This design comes from an exercise in tuning for small area, a short achievable clock period and few clock cycles per item on the open sky130 flow, not from production work.
The RTL was checked by simulation tests, not by an equivalence proof against the original design.
No driver is modelled on the clock port, so clocking that relies on it looks cheaper here than on a real chip.
Power is estimated from default activity; no workload was simulated.

===== flow/flow/run.sh =====
#!/bin/bash
set -euo pipefail
bash standard.sh \
  SETUP_SLACK_MARGIN=7.1 \
  REMOVE_ABC_BUFFERS=1 \
  "CTS_ARGS=-sink_clustering_enable -repair_clock_nets -dont_use_dummy_load" \
  finish > make_finish.log 2>&1

===== flow/standard.sh =====
#!/bin/bash
# synth_recipe.tcl (not shown) runs the flow's synth.tcl, then flattens the netlist and writes it again
# the make line also repeats each setting of config.mk as NAME=value (left out here)
make -C /OpenROAD-flow-scripts/flow DESIGN_CONFIG=/design/flow/config.mk WORK_HOME=/design/flow/orfs CLKGATE_MAP_FILE= SYNTH_SCRIPT=/design/flow/synth_recipe.tcl "${@:-finish}"

===== flow/config.mk =====
export PLATFORM = sky130hd
export DESIGN_NAME = nearest_symbol_at_or_below
export DESIGN_NICKNAME = nearest_symbol_at_or_below
export VERILOG_FILES = /design/flow/design.v
export SDC_FILE = /design/flow/constraint.sdc
export NUM_CORES = 4
export LEC_CHECK = 0
export CAP_MARGIN = 20
export CORE_MARGIN = 2
export CORE_UTILIZATION = 42
export SLEW_MARGIN = 20
export TNS_END_PERCENT = 10

===== flow/constraint.sdc =====
create_clock -name core_clock -period 10.0 [get_ports {clk}]
set_input_delay 2.0000 -clock core_clock [delete_from_list [all_inputs] [get_ports {clk}]]
set_output_delay 2.0000 -clock core_clock [all_outputs]
set_load 0.01 [all_outputs]

===== flow/design.v =====
`default_nettype none
package nsab_pkg;
  localparam int unsigned ADDR_VAL_W      = 16;
  localparam int unsigned SYM_NUM_W       = 6;
  localparam int unsigned ENTRY_W         = ADDR_VAL_W + SYM_NUM_W;
  localparam int unsigned TABLE_DEPTH_DEF = 64;
  localparam int unsigned IN_DATA_W  = 32;
  localparam int unsigned IN_USER_W  = 2;
  localparam int unsigned OUT_DATA_W = 24;
  localparam logic [1:0] OP_INSERT = 2'd0;
  localparam logic [1:0] OP_LOOKUP = 2'd1;
  localparam logic [1:0] OP_CLEAR  = 2'd2;
  localparam logic [1:0] OP_NOP    = 2'd3;
  localparam int unsigned MAX_INFLIGHT = 4;
endpackage
`default_nettype wire
`default_nettype none
module nsab_ram #(
  parameter int unsigned DEPTH = 64
) (
  input  wire logic                              clk,
  input  wire logic                              rst,
  input  wire logic                              ins,       
  input  wire logic                              clr,       
  input  wire logic [nsab_pkg::ADDR_VAL_W-1:0]   x,         
  output logic                                   full,
  output logic [DEPTH-1:0]                       hit,
  output logic                                   found,
  input  wire logic [DEPTH-1:0]                  rd_sel,
  output logic [nsab_pkg::ENTRY_W-1:0]           rd_data
);
  localparam int unsigned VAL_W = nsab_pkg::ADDR_VAL_W;
  localparam int unsigned NUM_W = nsab_pkg::SYM_NUM_W;
  localparam int unsigned ENT_W = nsab_pkg::ENTRY_W;
  logic [VAL_W-1:0] val [DEPTH];
  logic [NUM_W-1:0] num [DEPTH];
  logic [DEPTH-1:0] valid;
  logic [NUM_W:0]   count;
  logic [DEPTH:0]   gt;
  assign full = count[NUM_W];
  function automatic logic gt16(input logic [VAL_W-1:0] a, input logic [VAL_W-1:0] b);
    logic [VAL_W-1:0] g, l;
    g = a & ~b;
    l = ~a & b;
    for (int w = 1; w < VAL_W; w = w * 2) begin
      for (int k = 0; k + w < VAL_W; k = k + 2 * w) begin
        g[k] = g[k+w] | (~l[k+w] & g[k]);
        l[k] = l[k+w] | (~g[k+w] & l[k]);
      end
    end
    gt16 = g[0];
  endfunction
  always_comb begin
    for (int i = 0; i < DEPTH; i++) begin
      gt[i] = ~valid[i] | (val[i] > x);
    end
    gt[DEPTH] = 1'b1;
    for (int i = 0; i < DEPTH; i++) begin
      hit[i] = ~gt[i] & gt[i+1];
    end
  end
  assign found = ~gt[0];
  always_ff @(posedge clk) begin
    for (int i = 0; i < DEPTH; i++) begin
      if (ins && gt[i]) begin
        if (i > 0 && gt[(i > 0) ? i-1 : 0]) begin
          val[i] <= val[(i > 0) ? i-1 : 0];
          num[i] <= num[(i > 0) ? i-1 : 0];
        end else begin
          val[i] <= x;
          num[i] <= count[NUM_W-1:0];
        end
      end
    end
  end
  always_ff @(posedge clk) begin
    if (rst || clr) begin
      count <= '0;
      valid <= '0;
    end else if (ins) begin
      count <= count + (NUM_W+1)'(1);
      valid <= {valid[DEPTH-2:0], 1'b1};
    end
  end
  always_comb begin
    rd_data = '0;
    for (int i = 0; i < DEPTH; i++) begin
      rd_data = rd_data | ({ENT_W{rd_sel[i]}} & {val[i], num[i]});
    end
  end
endmodule
`default_nettype wire
`default_nettype none
module nsab_ctrl (
  input  wire logic                              clk,
  input  wire logic                              rst,
  input  wire logic                              s_tvalid,
  output logic                                   s_tready,
  input  wire logic [nsab_pkg::IN_DATA_W-1:0]    s_tdata,
  input  wire logic [nsab_pkg::IN_USER_W-1:0]    s_tuser,
  input  wire logic                              out_fire,
  output logic                                   a_v,
  output logic                                   a_ins,
  output logic                                   a_lk,
  output logic                                   a_clr,
  output logic [nsab_pkg::ADDR_VAL_W-1:0]        a_x
);
  localparam int unsigned VAL_W = nsab_pkg::ADDR_VAL_W;
  logic [2:0] inflight;
  logic       in_fire;
  assign in_fire  = s_tvalid & s_tready;
  assign s_tready = ~inflight[2];
  always_ff @(posedge clk) begin
    if (rst) begin
      inflight <= '0;
    end else begin
      inflight <= inflight + 3'(in_fire) - 3'(out_fire);
    end
  end
  always_ff @(posedge clk) begin
    if (rst) begin
      a_v <= 1'b0;
    end else begin
      a_v <= in_fire;
    end
  end
  always_ff @(posedge clk) begin
    a_ins <= (s_tuser == nsab_pkg::OP_INSERT);
    a_lk  <= (s_tuser == nsab_pkg::OP_LOOKUP);
    a_clr <= (s_tuser == nsab_pkg::OP_CLEAR);
    a_x   <= (s_tuser == nsab_pkg::OP_INSERT) ? s_tdata[VAL_W-1:0] : s_tdata[2*VAL_W-1:VAL_W];
  end
endmodule
`default_nettype wire
`default_nettype none
module nsab_dp #(
  parameter int unsigned TABLE_DEPTH = nsab_pkg::TABLE_DEPTH_DEF
) (
  input  wire logic                              clk,
  input  wire logic                              rst,
  input  wire logic                              a_v,
  input  wire logic                              a_ins,
  input  wire logic                              a_lk,
  input  wire logic                              a_clr,
  input  wire logic [nsab_pkg::ADDR_VAL_W-1:0]   a_x,
  output logic                                   m_tvalid,
  input  wire logic                              m_tready,
  output logic      [nsab_pkg::OUT_DATA_W-1:0]   m_tdata,
  output logic                                   out_fire
);
  localparam int unsigned OUT_W = nsab_pkg::OUT_DATA_W;
  localparam int unsigned ENT_W = nsab_pkg::ENTRY_W;
  localparam int unsigned QD    = nsab_pkg::MAX_INFLIGHT - 1;
  logic                   full;
  logic [TABLE_DEPTH-1:0] hit;
  logic                   found;
  logic [ENT_W-1:0]       rd_data;
  logic                   b_v;
  logic                   b_full;
  logic                   b_found;
  logic [TABLE_DEPTH-1:0] b_sel;
  nsab_ram #(
    .DEPTH (TABLE_DEPTH)
  ) u_table (
    .clk     (clk),
    .rst     (rst),
    .ins     (a_v & a_ins & ~full),
    .clr     (a_v & a_clr),
    .x       (a_x),
    .full    (full),
    .hit     (hit),
    .found   (found),
    .rd_sel  (b_sel),
    .rd_data (rd_data)
  );
  always_ff @(posedge clk) begin
    if (rst) begin
      b_v <= 1'b0;
    end else begin
      b_v <= a_v;
    end
  end
  always_ff @(posedge clk) begin
    b_full  <= a_ins & full;
    b_found <= a_lk & found;
    b_sel   <= {TABLE_DEPTH{a_lk}} & hit;
  end
  logic [OUT_W-1:0] res;
  assign res = {b_full, rd_data, b_found};
  logic [OUT_W-1:0] q [QD];
  logic [1:0]       q_rd;
  logic [1:0]       q_wr;
  logic [1:0]       q_n;
  logic             head_free;
  logic             q_pop;
  logic             q_push;
  assign out_fire  = m_tvalid & m_tready;
  assign head_free = ~m_tvalid | m_tready;
  assign q_pop     = head_free & (q_n != '0);
  assign q_push    = b_v & ~(head_free & (q_n == '0));
  always_ff @(posedge clk) begin
    if (rst) begin
      m_tvalid <= 1'b0;
    end else if (head_free) begin
      m_tvalid <= (q_n != '0) | b_v;
    end
  end
  always_ff @(posedge clk) begin
    if (head_free) begin
      m_tdata <= (q_n != '0) ? q[q_rd] : res;
    end
  end
  always_ff @(posedge clk) begin
    if (rst) begin
      q_rd <= '0;
      q_wr <= '0;
      q_n  <= '0;
    end else begin
      if (q_pop) begin
        q_rd <= (q_rd == 2'(QD - 1)) ? '0 : q_rd + 2'd1;
      end
      if (q_push) begin
        q_wr <= (q_wr == 2'(QD - 1)) ? '0 : q_wr + 2'd1;
      end
      q_n <= q_n + 2'(q_push) - 2'(q_pop);
    end
  end
  always_ff @(posedge clk) begin
    if (q_push) begin
      q[q_wr] <= res;
    end
  end
endmodule
`default_nettype wire
`default_nettype none
module nearest_symbol_at_or_below #(
  parameter int unsigned TABLE_DEPTH = nsab_pkg::TABLE_DEPTH_DEF
) (
  input  wire logic                            clk,
  input  wire logic                            rst,
  input  wire logic                            s_tvalid,
  output logic                                 s_tready,
  input  wire logic [nsab_pkg::IN_DATA_W-1:0]  s_tdata,
  input  wire logic [nsab_pkg::IN_USER_W-1:0]  s_tuser,
  output logic                                 m_tvalid,
  input  wire logic                            m_tready,
  output logic      [nsab_pkg::OUT_DATA_W-1:0] m_tdata
);
  logic                               a_v;
  logic                               a_ins;
  logic                               a_lk;
  logic                               a_clr;
  logic [nsab_pkg::ADDR_VAL_W-1:0]    a_x;
  logic                               out_fire;
  nsab_ctrl u_ctrl (
    .clk      (clk),
    .rst      (rst),
    .s_tvalid (s_tvalid),
    .s_tready (s_tready),
    .s_tdata  (s_tdata),
    .s_tuser  (s_tuser),
    .out_fire (out_fire),
    .a_v      (a_v),
    .a_ins    (a_ins),
    .a_lk     (a_lk),
    .a_clr    (a_clr),
    .a_x      (a_x)
  );
  nsab_dp #(
    .TABLE_DEPTH (TABLE_DEPTH)
  ) u_dp (
    .clk      (clk),
    .rst      (rst),
    .a_v      (a_v),
    .a_ins    (a_ins),
    .a_lk     (a_lk),
    .a_clr    (a_clr),
    .a_x      (a_x),
    .m_tvalid (m_tvalid),
    .m_tready (m_tready),
    .m_tdata  (m_tdata),
    .out_fire (out_fire)
  );
endmodule
`default_nettype wire

==> key figures, run 1 <==
Pwr
  – LEAKAGE: 44.5 nW
  – Internal: 12.2 mW
  – Power share of the combinational group: 0.158
  – Sw frac: 0.296
  – Final Total Pwr: 17.4 mW
  – VDD IR max: 0.190 mV
  – Net Switching: 5.14 mW
  – Clock power share: 0.365
  – Pwr dens: 143 nW/um^2
  – Sequential share of power: 0.477

Yosys
  – Async SR Flop Fraction: 0
  – Number of flops mapped to enable cells by yosys: 1504
  – Main area contributors after synthesis: edfxtp_1 46%, mux2_2 15%, ha_1 13%, dfxtp_1 3.4%, a221oi_1 3.2%
  – Cells after Synth: 7627
  – Seq/Total Area, Yosys: 0.489
  – Top-count cell post-synth: edfxtp_1
  – Cell area after synthesis: 99200 um^2
  – Avg Cell Area, Syn: 13.0 um^2
  – Leading area contributor after synthesis: edfxtp_1
  – Synth top area share: 0.455
  – Netlist cell types: 61
  – Synth warnings: 5
  – Synth top cells by count: 1504 x edfxtp_1, 1354 x mux2_2, 1029 x ha_1
  – Synth Flop Type: edfxtp_1
  – Synthesized flop and latch total: 1674

Cells and area
  – Utilization after layout: 0.516
  – Filler Cell Count: 19939
  – Layout cells sized above 1: 0.354
  – Finished layout cell area: 121000 um^2
  – Final nets: 9303
  – P&R area growth vs syn: 22.2%

Global route
  – Antenna violations before repair: 172
  – Largest net degree at the start of global routing: 68
  – All-layer global routing usage: 0.549
  – Grt total ovfl: 0
  – Vias in the first global route: 78561
  – First-pass GRT wire length: 852 mm

Route
  – Final ANT Viol Nets: 0
  – WL met2: 269 mm
  – Wire per inst: 61.2 um
  – Met1 WL: 230 mm
  – 1st-pass router iterations: 14
  – DRC viols: 0
  – Top Metal Used: met5
  – Drt initial violations: 17817
  – Vias per std cell: 7.99
  – Met3 wire len: 117 mm
  – Via count: 92052
  – Final wirelength: 705 mm

Floorplanning
  – Core ar.: 235000 um^2
  – Starting Density: 0.422
  – Die span in x: 490 um
  – Io pins: 64
  – Die area: 240000 um^2
  – Num rows: 178
  – Die Y: 490 um

STA
  – RSZ-0062 raised after global routing: yes
  – Relative slew slack: 0.0631
  – Worst-margin pin slew: 1.41 ns
  – Max-slew violations: 0
  – Tcrit/Tclk final: 0.358
  – Clock Skews: 0.103 ns
  – Final setup fails: 0
  – Crit path time final: 3.58 ns
  – Fin. Hold Viols: 0
  – Fin Setup TNS: 0 ns
  – Setup WS post-layout: 6.42 ns
  – Max Fclk: 279 MHz

Run status
  – Status: finished clean

Clocking
  – Clock Pin Slew Worst Setup and Hold Paths: 0.06 ns
  – Inserted Clock Buffers: 196
  – Clk buf depth: 3
  – Htree depth: 4
  – Worst skew pair latency: 0.93 ns
  – Clk root buf: clkbuf_16
  – Clock tree from TritonCTS: yes
  – Hold-fix buffers, CTS: 0
  – Clock Sinks: 1674

Worst hold path
  – Worst Hold Class: reg2reg

Setup path
  – Critical path, cell by cell: a22o_1 -> a221oi_1 -> buf_4 -> nand4_1 -> or4_1 -> nand2_1 -> o21ai_0
  – CP Launch Type: flip-flop
  – Slowest stage delay, CP: 0.86 ns
  – CP Class: reg2reg
  – Largest delay share family, worst path: simple AND/OR/NAND/NOR gates
  – Max FO, Critical Path: 4
  – Slowest cell on the critical path: or4_1
  – Worst Path Arrival: 4.18 ns
  – WP data required: 10.60 ns
  – Buf+Inv Stages, Crit Path: 1
  – Critical path endpoint category: flip-flop

Place
  – DP Area: 104000 um^2
  – Placement Setup Slack: 5.03 ns
  – PortBufs: 63
  – Placer's final routability congestion estimate: 1.16
  – Hpwl dp: 472 mm

Flow run
  – Maximum Capacitance Violations: 0
metrics by stage:
stage | hold WS, ns | std cells
CTS | 0.495 | 11147
global route | 0.518 | 11401
global placement | 0.478 | 10624
floorplan | 0.435 | 7121
finish | 0.499 | 11520
detailed placement | 0.486 | 10633
power by group through the flow:
stage / combinational [mW] / clock (mW) / sequential, mW
6_report: 2.74 / 6.34 / 8.29
2_1_floorplan: 1.02 / 0 / 8.19
3_5_place_dp: 1.95 / 0 / 8.44
4_1_cts: 2.42 / 6.28 / 8.23
5_1_grt: 2.80 / 6.49 / 8.25
3_3_place_gp: 1.88 / 0 / 8.44
layout by cell type, fill, tap and decap left out, types with 28 or more instances in the layout:
cell type,Yosys,routed
and3_1,55,54
a21o_1,113,112
nor3_1,58,36
a221oi_1,361,253
dfxtp_1,170,121
buf_8,1,28
clkbuf_16,0,232
clkdlybuf4s50_1,0,35
a22o_1,352,328
nand3b_1,51,51
buf_12,0,152
mux2_1,29,29
a21oi_1,410,405
buf_6,21,110
ha_1,1029,973
inv_1,150,133
ha_4,0,55
o21ai_0,98,90
nand4_1,430,430
buf_16,0,62
a211oi_1,49,40
edfxtp_1,1504,1504
buf_4,57,418
mux2_4,17,54
mux2_2,1354,1317
nor2_4,0,45
nor3b_1,51,50
diode_2,0,137
a221oi_2,0,64
nand3_1,125,124
nor2_1,176,108
a221o_1,52,51
nand2_1,250,245
a221oi_4,0,44
repair_timing:
action,in CTS,in global routing
gates resized for setup,607,570
pin swaps,58,80
gates cloned,70,45
endpoints found under the setup margin,3091,3102
buffers inserted,248,186
final cells by class:
class                      instances  area (um^2)  share of cell area
antenna                          137          343             0.00283
clock buffer                     196         4900              0.0404
inverter                         150          828             0.00683
multi-input combinational       5313        51000               0.421
sequential                      1674        48700               0.401
tap                             3150         3940              0.0325
timing repair buffer             888        11400              0.0944
timing repair inverter            12          126             0.00104
sequential cells by signal, indices dropped and copies added, names as in the netlist, 2 cells and up, named ones only:
signal	flops
u_dp.u_table.val	1024
u_dp.u_table.count	7
u_dp.u_table.num	384
u_dp.b_sel	64
u_dp.q_n	2
u_dp.u_table.valid	64
u_ctrl.inflight	3
u_dp.m_tdata	24
u_ctrl.a_x	16
u_dp.q_wr	2
u_dp.q_rd	2
u_dp.q	72
kinds of logic (layout without fill, tap and decap cells):
family / count (synthesis) / after routing / synth area share
XOR/XNOR: 9 / 9 / 0.000794
multiplexers: 1424 / 1424 / 0.162
buffers and inverters: 656 / 1246 / 0.0303
flip-flops: 1674 / 1674 / 0.489
other: 0 / 137 / 0
AO/OA/AOI/OAI: 1541 / 1551 / 0.117
AND/OR/NAND/NOR: 1293 / 1299 / 0.0709
adder cells (fa/ha/maj): 1030 / 1030 / 0.130
routing by layer:
metal	global-route usage	up-vias
met5	0.00516	-
met3	0.281	3276
met2	0.735	10079
met4	0.531	63
li1	-	32249
met1	0.618	46385
worst paths after layout:
path / start / endpoint / slack [ns] / cells past startpoint
worst max-delay path: u_dp.u_table.val[45][5] / u_dp.m_tdata[12] / 6.42 / 7
worst min-delay path: u_dp.u_table.valid[3] / u_dp.u_table.valid[3] / 0.50 / 2
worst max register to register: u_dp.u_table.val[45][5] / u_dp.m_tdata[12] / 6.42 / 7
worst min register to register: u_dp.u_table.valid[3] / u_dp.u_table.valid[3] / 0.50 / 2
worst min-delay path, cell delays in order (launching register included):
cell	delay (ns)
dfxtp_1	0.33
nand2_1	0.06
a21oi_1	0.05
Testbench counts, summed over its fixed seeds: cycles 7,224, items 7,200.
==> run 2: changes to the inputs <==
==> flow/flow/run.sh (replaced) <==
#!/bin/bash
set -euo pipefail
rc="$PWD/flow/rc_pessimism.tcl"
bash standard.sh \
  SETUP_SLACK_MARGIN=6.5 \
  REMOVE_ABC_BUFFERS=1 \
  "CTS_ARGS=-sink_clustering_enable -repair_clock_nets -dont_use_dummy_load" \
  "PRE_CTS_TCL=$rc" \
  "PRE_GLOBAL_ROUTE_TCL=$rc" \
  finish > make_finish.log 2>&1
==> flow/flow/rc_pessimism.tcl (new file) <==
foreach {layer c r} {
  li1  1.499e-04   7.176e-02
  met1 1.72375E-04 8.929e-04
  met2 1.36233E-04 8.929e-04
  met3 2.14962E-04 1.567e-04
  met4 1.48128E-04 1.567e-04
  met5 1.54087E-04 1.781e-05
} {
  set_layer_rc -layer $layer -capacitance [expr {1.25 * $c}] -resistance [expr {1.25 * $r}]
}
set_wire_rc -signal -layer met1
set_wire_rc -clock -layer met3
==> run 2 against run 1 <==
Effect of this change: cell area decreased by 6.0%; global-route usage decreased by 2.6 points; count of clock-buffer cells in the layout increased by 24; die area unchanged; routed wire length decreased by 6.9%; flip-flop and latch count unchanged; register-to-register slack improved by 0.02 ns; cell count decreased by 3.3%; sequential share of layout area increased by 2.5 points; fmax decreased by 0.46%.
==> key figures, run 2 <==
Setup path
  – Critical path, cell by cell: dlygate4sd2_1
  – Worst Path Arrival: 1.60 ns (-2.58 ns)
  – Largest delay share family, worst path: flip-flops
  – Critical path endpoint category: output port
  – Slowest cell on the critical path: edfxtp_1
  – Max FO, Critical Path: 1 (-3)
  – Reg2Reg Setup Slack: 6.44 ns (+0.02 ns)
  – CP Launch Type: flip-flop
  – WP data required: 8.00 ns (-2.60 ns)
  – Buf+Inv Stages, Crit Path: 1 (unchanged)
  – CP Class: reg2out
  – Slowest stage delay, CP: 0.39 ns (-0.47 ns)

STA
  – Final setup fails: 0 (unchanged)
  – Max-slew violations: 0 (unchanged)
  – Setup WS post-layout: 6.40 ns (-0.0164 ns)
  – Fin Setup TNS: 0 ns (unchanged)
  – RSZ-0062 raised after global routing: yes
  – Fin. Hold Viols: 0 (unchanged)
  – Worst-margin pin slew: 1.19 ns (-0.214 ns)
  – Clock Skews: 0.123 ns (+0.0205 ns)
  – Crit path time final: 3.60 ns (+0.0164 ns)
  – Max Fclk: 278 MHz (-0.46%)
  – Tcrit/Tclk final: 0.360 (+0.00164)
  – Relative slew slack: 0.206 (+0.143)

Cells and area
  – Commonest non-fill, non-tap cell in the layout: edfxtp_1
  – Utilization after layout: 0.485 (-0.0309)
  – Commonest cells after routing, fill and taps aside: 1504 x edfxtp_1, 1354 x mux2_2, 1028 x ha_1
  – P&R area growth vs syn: 14.9%
  – Filler Cell Count: 20579 (+3.2%)
  – Top reg by flops: u_dp.u_table.val
  – Largest register FFs: 1024 (unchanged)
  – Finished layout cell area: 114000 um^2 (-6.0%)
  – Non-filler cells, final: 11137 (-3.3%)
  – Layout cells sized above 1: 0.296 (-0.0583)
  – Top flop regs: u_dp.u_table.val: 1024 flops, u_dp.u_table.num: 384 flops, u_dp.q: 72 flops
  – Final nets: 8950 (-3.8%)

Place
  – Hpwl dp: 472 mm (unchanged)
  – Placer's final routability congestion estimate: 1.16 (unchanged)
  – Placed insts: 10633 (unchanged)
  – DP Area: 104000 um^2 (unchanged)
  – PortBufs: 63 (unchanged)
  – Placement Setup Slack: 5.03 ns (unchanged)

Yosys
  – Seq/Total Area, Yosys: 0.489 (unchanged)
  – Leading area contributor after synthesis: edfxtp_1
  – Avg Cell Area, Syn: 13.0 um^2 (unchanged)
  – Synth top cells by count: 1504 x edfxtp_1, 1354 x mux2_2, 1029 x ha_1
  – Number of flops mapped to enable cells by yosys: 1504 (unchanged)
  – Async SR Flop Fraction: 0 (unchanged)
  – Cell area after synthesis: 99200 um^2 (unchanged)
  – Synth warnings: 5 (unchanged)
  – Synthesized flop and latch total: 1674 (unchanged)
  – Main area contributors after synthesis: edfxtp_1 46%, mux2_2 15%, ha_1 13%, dfxtp_1 3.4%, a221oi_1 3.2%
  – Netlist cell types: 61 (unchanged)
  – Top-count cell post-synth: edfxtp_1
  – Cells after Synth: 7627 (unchanged)
  – Synth Flop Type: edfxtp_1
  – Synth top area share: 0.455 (unchanged)

Route
  – Vias per std cell: 7.79 (-2.5%)
  – Final ANT Viol Nets: 0 (unchanged)
  – Via count: 86743 (-5.8%)
  – Drt initial violations: 16120 (-9.5%)
  – Wire per inst: 58.9 um (-3.6%)
  – Final wirelength: 656 mm (-6.9%)
  – DRC viols: 0 (unchanged)
  – 1st-pass router iterations: 8 (-6)

Worst hold path
  – Worst Hold Class: reg2reg

Global route
  – Antenna violations before repair: 167 (-2.9%)
  – Grt total ovfl: 0 (unchanged)
  – All-layer global routing usage: 0.523 (-0.0259)
  – Vias in the first global route: 76572 (-2.5%)
  – First-pass GRT wire length: 816 mm (-4.2%)
  – Largest net degree at the start of global routing: 68 (unchanged)

Floorplanning
  – Io pins: 64 (unchanged)
  – Core ar.: 235000 um^2 (unchanged)
  – Die area: 240000 um^2 (unchanged)
  – Starting Density: 0.422 (unchanged)
  – Die span in x: 490 um (unchanged)
  – Num rows: 178 (unchanged)
  – Die Y: 490 um (unchanged)

Flow run
  – Maximum Capacitance Violations: 0 (unchanged)

Pwr
  – Pwr dens: 152 nW/um^2 (+6.5%)
  – LEAKAGE: 41.5 nW (-6.6%)
  – Sequential share of power: 0.477 (about the same)
  – Sw frac: 0.285 (-0.0109)
  – Net Switching: 4.96 mW (-3.6%)
  – Clock power share: 0.391 (+0.026)
  – VDD IR max: 0.154 mV (-19%)
  – Internal: 12.4 mW (+1.6%)
  – Power share of the combinational group: 0.132 (-0.026)

Clocking
  – Clock tree from TritonCTS: yes
  – Inserted Clock Buffers: 220 (+12%)
  – Clock Pin Slew Worst Setup and Hold Paths: 0.06 ns (about the same)
  – Clock Sinks: 1674 (unchanged)
  – Worst skew pair latency: 0.96 ns (+0.03 ns)
  – Hold-fix buffers, CTS: 0 (unchanged)

Run status
  – Status: finished clean
==> run 2: worst paths after layout <==
kind / start / end / depth (start not counted)
worst max-delay path: u_dp.m_tdata[0] / m_tdata[0] / 1
worst min-delay path: u_dp.u_table.valid[56] / u_dp.u_table.valid[57] / 2
worst max register to register: u_dp.b_sel[59] / u_dp.m_tdata[8] / 7
worst min register to register: u_dp.u_table.valid[56] / u_dp.u_table.valid[57] / 2
==> run 2: final cells by class <==
cell class / instances / area, um^2 / area share
multi-input combinational: 5309 / 49000 / 0.430
sequential: 1674 / 48700 / 0.427
timing repair buffer: 526 / 5860 / 0.0514
clock buffer: 220 / 5510 / 0.0483
tap: 3150 / 3940 / 0.0346
inverter: 150 / 778 / 0.00683
antenna: 107 / 268 / 0.00235
timing repair inverter: 1 / 11.3 / 0.0000988
==> run 2: kinds of logic after synthesis <==
family	after synthesis	synth area share
buf+inv	656	0.0303
fa+ha+maj	1030	0.130
xor+xnor	9	0.000794
mux	1424	0.162
compound gates	1541	0.117
simple gates	1293	0.0709
flops	1674	0.489
==> run 2: metrics by stage <==
step | hold WS [ns] | power [mW]
after floorplan | 0.435 | 9.21
after global placement | 0.478 | 10.3
after detailed placement | 0.486 | 10.4
after CTS | 0.491 | 17.7
after global routing | 0.532 | 18.3
final | 0.491 | 17.4
==> run 2: power groups by stage <==
stage | Sequential [mW] | Combinational [mW] | Clock [mW]
4_1_cts | 8.30 | 2.30 | 7.12
2_1_floorplan | 8.19 | 1.02 | 0
3_5_place_dp | 8.44 | 1.95 | 0
5_1_grt | 8.31 | 2.64 | 7.40
6_report | 8.28 | 2.30 | 6.80
3_3_place_gp | 8.44 | 1.88 | 0
==> run 2: layer usage <==
| metal | global-route usage | vias up | part of all wire |
|---|---|---|---|
| met3 | 0.228 | 2535 | 0.15 |
| met4 | 0.501 | 34 | 0.12 |
| met1 | 0.607 | 44158 | 0.34 |
| li1 | - | 31419 | - |
| met5 | 0.00536 | - | 0.00088 |
| met2 | 0.712 | 8597 | 0.39 |
==> run 2: what timing repair did <==
action | CTS | global route
setup endpoints to repair | 3028 | 2351
pin swaps | 19 | 20
gates resized for setup | 284 | 235
cloned | 16 | 11
setup buffers | 62 | 76
==> run 3: changes to the inputs <==
==> flow/flow/run.sh (replaced) <==
#!/bin/bash
set -euo pipefail
rc="$PWD/flow/rc_pessimism.tcl"
bash standard.sh \
  SETUP_SLACK_MARGIN=6.7 \
  REMOVE_ABC_BUFFERS=1 \
  "CTS_ARGS=-sink_clustering_enable -repair_clock_nets -dont_use_dummy_load" \
  "PRE_CTS_TCL=$rc" \
  "PRE_GLOBAL_ROUTE_TCL=$rc" \
  finish > make_finish.log 2>&1
==> flow/flow/rc_pessimism.tcl (replaced) <==
foreach {layer c r} {
  li1  1.499e-04   7.176e-02
  met1 1.72375E-04 8.929e-04
  met2 1.36233E-04 8.929e-04
  met3 2.14962E-04 1.567e-04
  met4 1.48128E-04 1.567e-04
  met5 1.54087E-04 1.781e-05
} {
  set_layer_rc -layer $layer -capacitance [expr {1.35 * $c}] -resistance [expr {1.25 * $r}]
}
set_wire_rc -signal -layer met1
set_wire_rc -clock -layer met3
==> run 3 against run 2 <==
Effect of this change: clock power grew 2.9%; worst setup slack improved by 0.083 ns; fmax rose by 2.3%; total power increased by 2.5%; still clean; worst hold slack improved by 0.0024 ns; largest cell class unchanged; count of clock-buffer cells in the layout rose by 10; sequential share of layout area shrank 1.5 points; clock skew up 0.0055 ns; register-to-register slack improved by 0.08 ns; routed wire length up 4.2%.
==> key figures, run 3 <==
Floorplanning
  – Num rows: 178 (unchanged)
  – Die area: 240000 um^2 (unchanged)
  – Io pins: 64 (unchanged)
  – Die Y: 490 um (unchanged)
  – Die span in x: 490 um (unchanged)
  – Starting Density: 0.422 (unchanged)
  – Core ar.: 235000 um^2 (unchanged)

Cells and area
  – Commonest non-fill, non-tap cell in the layout: edfxtp_1
  – P&R area growth vs syn: 19.2%
  – Commonest cells after routing, fill and taps aside: 1504 x edfxtp_1, 1354 x mux2_2, 1024 x ha_1
  – Final nets: 9144 (+2.2%)
  – Layout cells sized above 1: 0.326 (+0.0307)
  – Top reg by flops: u_dp.u_table.val
  – Top flop regs: u_dp.u_table.val: 1024 flops, u_dp.u_table.num: 384 flops, u_dp.q: 72 flops
  – Largest register FFs: 1024 (unchanged)

Yosys
  – Synth Flop Type: edfxtp_1
  – Netlist cell types: 61 (unchanged)
  – Synth top area share: 0.455 (unchanged)
  – Seq/Total Area, Yosys: 0.489 (unchanged)
  – Top-count cell post-synth: edfxtp_1
  – Cells after Synth: 7627 (unchanged)
  – Leading area contributor after synthesis: edfxtp_1
  – Synth top cells by count: 1504 x edfxtp_1, 1354 x mux2_2, 1029 x ha_1
  – Synthesized flop and latch total: 1674 (unchanged)
  – Cell area after synthesis: 99200 um^2 (unchanged)
  – Number of flops mapped to enable cells by yosys: 1504 (unchanged)
  – Async SR Flop Fraction: 0 (unchanged)
  – Main area contributors after synthesis: edfxtp_1 46%, mux2_2 15%, ha_1 13%, dfxtp_1 3.4%, a221oi_1 3.2%
  – Avg Cell Area, Syn: 13.0 um^2 (unchanged)
  – Synth warnings: 5 (unchanged)

STA
  – Fin. Hold Viols: 0 (unchanged)
  – Worst-margin pin slew: 1.12 ns (-0.0705 ns)
  – WHS: 0.493 ns (+0.00239 ns)
  – Crit path time final: 3.51 ns (-0.0825 ns)
  – Max Fclk: 285 MHz (+2.3%)
  – Max-slew violations: 0 (unchanged)
  – Relative slew slack: 0.253 (+0.0470)
  – Tcrit/Tclk final: 0.351 (-0.00825)
  – RSZ-0062 raised after global routing: yes
  – Fin Setup TNS: 0 ns (unchanged)
  – Final setup fails: 0 (unchanged)
  – Clock Skews: 0.129 ns (+0.00548 ns)

Global route
  – First-pass GRT wire length: 833 mm (+2.1%)
  – Largest net degree at the start of global routing: 68 (unchanged)
  – Grt total ovfl: 0 (unchanged)
  – Antenna violations before repair: 166 (-0.60%)
  – Vias in the first global route: 77611 (+1.4%)
  – All-layer global routing usage: 0.535 (+0.0122)

Pwr
  – VDD IR max: 0.184 mV (+20%)
  – LEAKAGE: 43.3 nW (+4.3%)
  – Pwr dens: 151 nW/um^2 (-1.1%)

Place
  – PortBufs: 63 (unchanged)
  – Hpwl dp: 472 mm (unchanged)
  – Placer's final routability congestion estimate: 1.16 (unchanged)

Clocking
  – Worst skew pair latency: 0.97 ns (about the same)
  – Hold-fix buffers, CTS: 0 (unchanged)
  – Clock Pin Slew Worst Setup and Hold Paths: 0.06 ns (about the same)
  – Clock Sinks: 1674 (unchanged)
  – Inserted Clock Buffers: 230 (+4.5%)
  – Clock tree from TritonCTS: yes

Route
  – Wire per inst: 60.4 um (+2.4%)
  – Final ANT Viol Nets: 0 (unchanged)
  – Vias per std cell: 7.94 (+1.9%)
  – Via count: 89983 (+3.7%)
  – Drt initial violations: 16836 (+4.4%)
  – DRC viols: 0 (unchanged)
  – Final wirelength: 684 mm (+4.2%)
  – 1st-pass router iterations: 11 (+3)

Setup path
  – CP Class: reg2out
  – Largest delay share family, worst path: flip-flops
  – Critical path, cell by cell: dlygate4sd2_1
  – Slowest stage delay, CP: 0.34 ns (-0.05 ns)
  – WP data required: 8.00 ns (about the same)
  – Buf+Inv Stages, Crit Path: 1 (unchanged)
  – Critical path endpoint category: output port
  – CP Launch Type: flip-flop
  – Worst Path Arrival: 1.51 ns (-0.09 ns)
  – Max FO, Critical Path: 1 (unchanged)
  – Slowest cell on the critical path: edfxtp_1

Run status
  – Status: finished clean

Flow run
  – Maximum Capacitance Violations: 0 (unchanged)

Worst hold path
  – Worst Hold Class: reg2reg
## run 3: cell counts after synthesis
Identical to the previous run, type by type.
## run 3: area by class of cell
class                      count  area, um^2
antenna                      111         278
fill                       20277      117000
timing repair inverter         7        68.8
timing repair buffer         701        8930
multi-input combinational   5312       49800
inverter                     150         813
clock buffer                 230        5760
sequential                  1674       48700
tap                         3150        3940
## run 3: timing repair
action	in CTS	in global routing
pin swaps	29	61
buffers inserted	130	145
gates resized for setup	432	451
gates cloned	38	32
endpoints found under the setup margin	3039	2773
## run 3: power breakdown
group / switching, mW / internal [mW] / leakage [nW]
logic: 1.67 / 0.864 / 25.4
clock network: 3.04 / 3.96 / 2.84
registers: 0.416 / 7.87 / 15.1
total: 5.13 / 12.7 / 43.3
## run 3: worst reg2reg max path: cells and delay by family (launching register included)
| kind | cells | cell delay (ns) |
|---|---|---|
| AO/OA/AOI/OAI | 1 | 0.21 |
| adder cells (fa/ha/maj) | 1 | 0.34 |
| buffers and inverters | 4 | 0.97 |
| AND/OR/NAND/NOR | 2 | 0.83 |
| flip-flops | 1 | 0.44 |
| multiplexers | 1 | 0.33 |
## run 3: stage by stage
| stage | utilization | cells | instance area (um^2) | power [mW] | setup WS (ns) |
|---|---|---|---|---|---|
| global route | 0.502 | 11246 | 118000 | 19.1 | 6.30 |
| detailed placement | 0.443 | 10633 | 104000 | 10.4 | 5.03 |
| global placement | 0.442 | 10624 | 104000 | 10.3 | 5.12 |
| floorplan | - | 7121 | 96800 | 9.21 | 4.61 |
| finish | 0.503 | 11335 | 118000 | 17.8 | 6.49 |
| CTS | 0.484 | 11031 | 114000 | 18.3 | 6.14 |
## run 3: path summary, 6_finish.rpt
path                          startpoint                 endpoint  slack, ns  depth (start not counted)
setup reg to reg          u_ctrl.a_x[13]  u_dp.u_table.val[15][9]       6.52                          9
setup / recovery        u_dp.m_tdata[18]              m_tdata[18]       6.49                          1
hold / removal    u_dp.u_table.valid[56]   u_dp.u_table.valid[57]       0.49                          2
hold reg to reg   u_dp.u_table.valid[56]   u_dp.u_table.valid[57]       0.49                          2
## run 3: layer usage
metal / vias to the layer above / wire length [um] / GRT usage
met3: 2967 / 109000 / 0.253
met1: 45627 / 226000 / 0.610
met5: - / 1020 / 0.00833
met4: 50 / 83100 / 0.511
li1: 31860 / - / -
met2: 9479 / 265000 / 0.728
## run 3: logic make-up after synthesis
| group | count (synthesis) | synth area share |
|---|---|---|
| compound gates | 1541 | 0.117 |
| xor+xnor | 9 | 0.000794 |
| fa+ha+maj | 1030 | 0.130 |
| buf+inv | 656 | 0.0303 |
| flops | 1674 | 0.489 |
| mux | 1424 | 0.162 |
| simple gates | 1293 | 0.0709 |
==> run 4: changes to the inputs <==
--- a/flow/design.v
+++ b/flow/design.v
@@ -52,7 +52,7 @@
   endfunction
   always_comb begin
     for (int i = 0; i < DEPTH; i++) begin
-      gt[i] = ~valid[i] | (val[i] > x);
+      gt[i] = ~valid[i] | gt16(val[i], x);
     end
     gt[DEPTH] = 1'b1;
     for (int i = 0; i < DEPTH; i++) begin
@@ -60,26 +60,34 @@
     end
   end
   assign found = ~gt[0];
-  always_ff @(posedge clk) begin
-    for (int i = 0; i < DEPTH; i++) begin
-      if (ins && gt[i]) begin
-        if (i > 0 && gt[(i > 0) ? i-1 : 0]) begin
-          val[i] <= val[(i > 0) ? i-1 : 0];
-          num[i] <= num[(i > 0) ? i-1 : 0];
-        end else begin
-          val[i] <= x;
-          num[i] <= count[NUM_W-1:0];
-        end
-      end
+  logic [DEPTH-1:0] keep, shift, put;
+  always_comb begin
+    for (int i = 0; i < DEPTH; i++) begin
+      keep[i]  = ~(ins & gt[i]);
+      shift[i] = ins & gt[i] & ((i > 0) ? gt[(i > 0) ? i-1 : 0] : 1'b0);
+      put[i]   = ins & gt[i] & ((i > 0) ? ~gt[(i > 0) ? i-1 : 0] : 1'b1);
+    end
+  end
+  always_ff @(posedge clk) begin
+    for (int i = 0; i < DEPTH; i++) begin
+      val[i] <= ({VAL_W{keep[i]}}  & val[i])
+              | ({VAL_W{shift[i]}} & val[(i > 0) ? i-1 : 0])
+              | ({VAL_W{put[i]}}   & x);
+      num[i] <= ({NUM_W{keep[i]}}  & num[i])
+              | ({NUM_W{shift[i]}} & num[(i > 0) ? i-1 : 0])
+              | ({NUM_W{put[i]}}   & count[NUM_W-1:0]);
     end
   end
   always_ff @(posedge clk) begin
     if (rst || clr) begin
       count <= '0;
-      valid <= '0;
     end else if (ins) begin
       count <= count + (NUM_W+1)'(1);
-      valid <= {valid[DEPTH-2:0], 1'b1};
+    end
+  end
+  always_comb begin
+    for (int i = 0; i < DEPTH; i++) begin
+      valid[i] = (count > (NUM_W+1)'(i));
     end
   end
   always_comb begin
@@ -156,6 +164,7 @@
   logic                   found;
   logic [ENT_W-1:0]       rd_data;
   logic                   b_v;
+  logic                   b_lk;
   logic                   b_full;
   logic                   b_found;
   logic [TABLE_DEPTH-1:0] b_sel;
@@ -181,12 +190,13 @@
     end
   end
   always_ff @(posedge clk) begin
+    b_lk    <= a_lk;
     b_full  <= a_ins & full;
-    b_found <= a_lk & found;
-    b_sel   <= {TABLE_DEPTH{a_lk}} & hit;
+    b_found <= found;
+    b_sel   <= hit;
   end
   logic [OUT_W-1:0] res;
-  assign res = {b_full, rd_data, b_found};
+  assign res = {b_full, {ENT_W{b_lk}} & rd_data, b_lk & b_found};
   logic [OUT_W-1:0] q [QD];
   logic [1:0]       q_rd;
   logic [1:0]       q_wr;
==> flow/run.sh (new file) <==
#!/bin/bash
# synth_recipe.tcl (not shown) runs the flow's synth.tcl, then flattens the netlist and writes it again
# the make line also repeats each setting of config.mk as NAME=value (left out here)
make -C /OpenROAD-flow-scripts/flow DESIGN_CONFIG=/design/flow/config.mk WORK_HOME=/design/flow/orfs CLKGATE_MAP_FILE= SYNTH_SCRIPT=/design/flow/synth_recipe.tcl finish
--- a/flow/config.mk
+++ b/flow/config.mk
@@ -7,6 +7,7 @@
 export LEC_CHECK = 0
 export CAP_MARGIN = 20
 export CORE_MARGIN = 2
-export CORE_UTILIZATION = 42
+export CORE_UTILIZATION = 55
+export CTS_BUF_LIST = sky130_fd_sc_hd__clkbuf_4 sky130_fd_sc_hd__clkbuf_8
+export SETUP_SLACK_MARGIN = 5
 export SLEW_MARGIN = 20
-export TNS_END_PERCENT = 10
removed: flow/flow/run.sh
removed: flow/flow/rc_pessimism.tcl
removed: flow/standard.sh
==> run 4 against run 3 <==
Effect of this change: the flow now stops in 5_1_grt; synthesized cell count increased by 39%; area after synthesis decreased by 6.5%.
==> key figures, run 4 <==
Yosys
  – Main area contributors after synthesis: dfxtp_1 32%, mux2i_1 11%, mux2_2 6.2%, maj3_1 5.7%, a21oi_1 5.0%
  – Netlist cell types: 102 (+67%)
  – Leading area contributor after synthesis: dfxtp_1
  – Synth top area share: 0.322 (-0.133)
  – Seq/Total Area, Yosys: 0.361 (-0.129)
  – Avg Cell Area, Syn: 8.77 um^2 (-33%)
  – Synth warnings: 5 (unchanged)
  – Synthesized flop and latch total: 1611 (-3.8%)
  – Synth Flop Type: dfxtp_1
  – Number of flops mapped to enable cells by yosys: 118 (-92%)
  – Top-count cell post-synth: dfxtp_1
  – Synth top cells by count: 1493 x dfxtp_1, 989 x mux2i_1, 922 x a21oi_1
  – Async SR Flop Fraction: 0 (unchanged)
  – Cells after Synth: 10571 (+39%)
  – Cell area after synthesis: 92700 um^2 (-6.5%)

Run status
  – Tool Error: [ERROR GRT-0116] Global routing finished with congestion. Check the congestion regions in the DRC Viewer.
  – Halt Stage: 5_1_grt
  – Status: stopped before the end

Floorplanning
  – Die Y: 415 um (-15%)
  – Io pins: 64 (unchanged)
  – Num rows: 150 (-16%)
  – Starting Density: 0.555 (+0.132)
  – Die span in x: 415 um (-15%)

Place
  – DP Area: 95500 um^2 (-8.1%)
  – Placer's final routability congestion estimate: 1.40 (+20%)
  – PortBufs: 63 (unchanged)
  – Hpwl dp: 464 mm (-1.7%)
  – Placement Setup Slack: 4.81 ns (-0.226 ns)
  – Placed insts: 12200 (+15%)

Global route
  – Vias in the first global route: 99811
  – Grt total ovfl: 5
  – First-pass GRT wire length: 899 mm
  – Largest net degree at the start of global routing: 121
  – All-layer global routing usage: 0.752

Clocking
  – Hold-fix buffers, CTS: 0 (unchanged)
  – Htree depth: 5
  – Inserted Clock Buffers: 303 (+32%)
  – Clk root buf: clkbuf_8
  – Clock Sinks: 1611 (-3.8%)
  – Clk buf depth: 4
[run 4: what timing repair did]
item / CTS
resized for setup: 3
buffers inserted: 0
endpoints found under the setup margin: 24
[run 4: worst min-delay path by stage]
stage / startpoint / endpoint / slack (ns) / depth (start not counted)
floorplan: u_ctrl.a_lk / u_dp.b_lk / 0.31 / 0
global placement: u_ctrl.a_lk / u_dp.b_lk / 0.32 / 0
detailed placement: u_ctrl.a_lk / u_dp.b_lk / 0.31 / 0
CTS: u_ctrl.a_lk / u_dp.b_lk / 0.33 / 0
[run 4: metal layers]
metal,GRT usage,overflow
met4,0.678,2
met2,0.850,2
met1,0.789,0
met5,0.461,0
met3,0.650,1
[run 4: cells by family after synthesis]
family | Yosys count | synth area share
XOR/XNOR | 7 | 0.000661
AO/OA/AOI/OAI | 3239 | 0.229
flip-flops | 1611 | 0.361
AND/OR/NAND/NOR | 2325 | 0.122
adder cells (fa/ha/maj) | 542 | 0.0589
multiplexers | 1508 | 0.170
buffers and inverters | 1339 | 0.0588
[run 4: power groups by stage]
stage | Sequential, mW | Combinational, mW | Clock [mW]
CTS | 17.1 | 9.81 | 6.76
detailed placement | 17.2 | 9.74 | 0
global placement | 17.1 | 9.37 | 0
floorplan | 11.8 | 7.29 | 0
Testbench counts of run 4, summed over its fixed seeds: cycles 7,224, items 7,200.

separate check: timing with driven ports:
How much do the figures lean on ideal ports? The routed layouts below were timed once more, with nothing changed but the port constraints. Step 1 (the two cells are an assumption about what drives the block):
set clk [get_ports {clk}]
set_driving_cell -lib_cell sky130_fd_sc_hd__clkbuf_16 $clk
set_driving_cell -lib_cell sky130_fd_sc_hd__buf_2 [delete_from_list [all_inputs] $clk]
Step 2 times the ports against the registers' clock, not the clock port: input delays grow and output delays shrink by t, the midpoint of the rising clock arrivals with the driver on. a / b / c = ideal / step 1 / step 2; a / b = the first two.
| run | shift t [ns] | setup WS [ns] | clock arrival spread, ns | cell pins on the clock port's net |
|---|---|---|---|---|
| run 1 | 0.987 | 6.419 / 6.419 / 5.596 | 0.104 / 0.104 | 1 |
| run 2 | 1.006 | 6.403 / 6.298 / 5.573 | 0.126 / 0.127 | 1 |
| run 3 | 1.016 | 6.485 / 6.378 / 5.705 | 0.131 / 0.130 | 1 |
After both steps setup and hold are still met in every run listed. The setup slack of run 2, which loses most, moves by -0.105 ns with the drivers and by -0.830 ns with both steps.
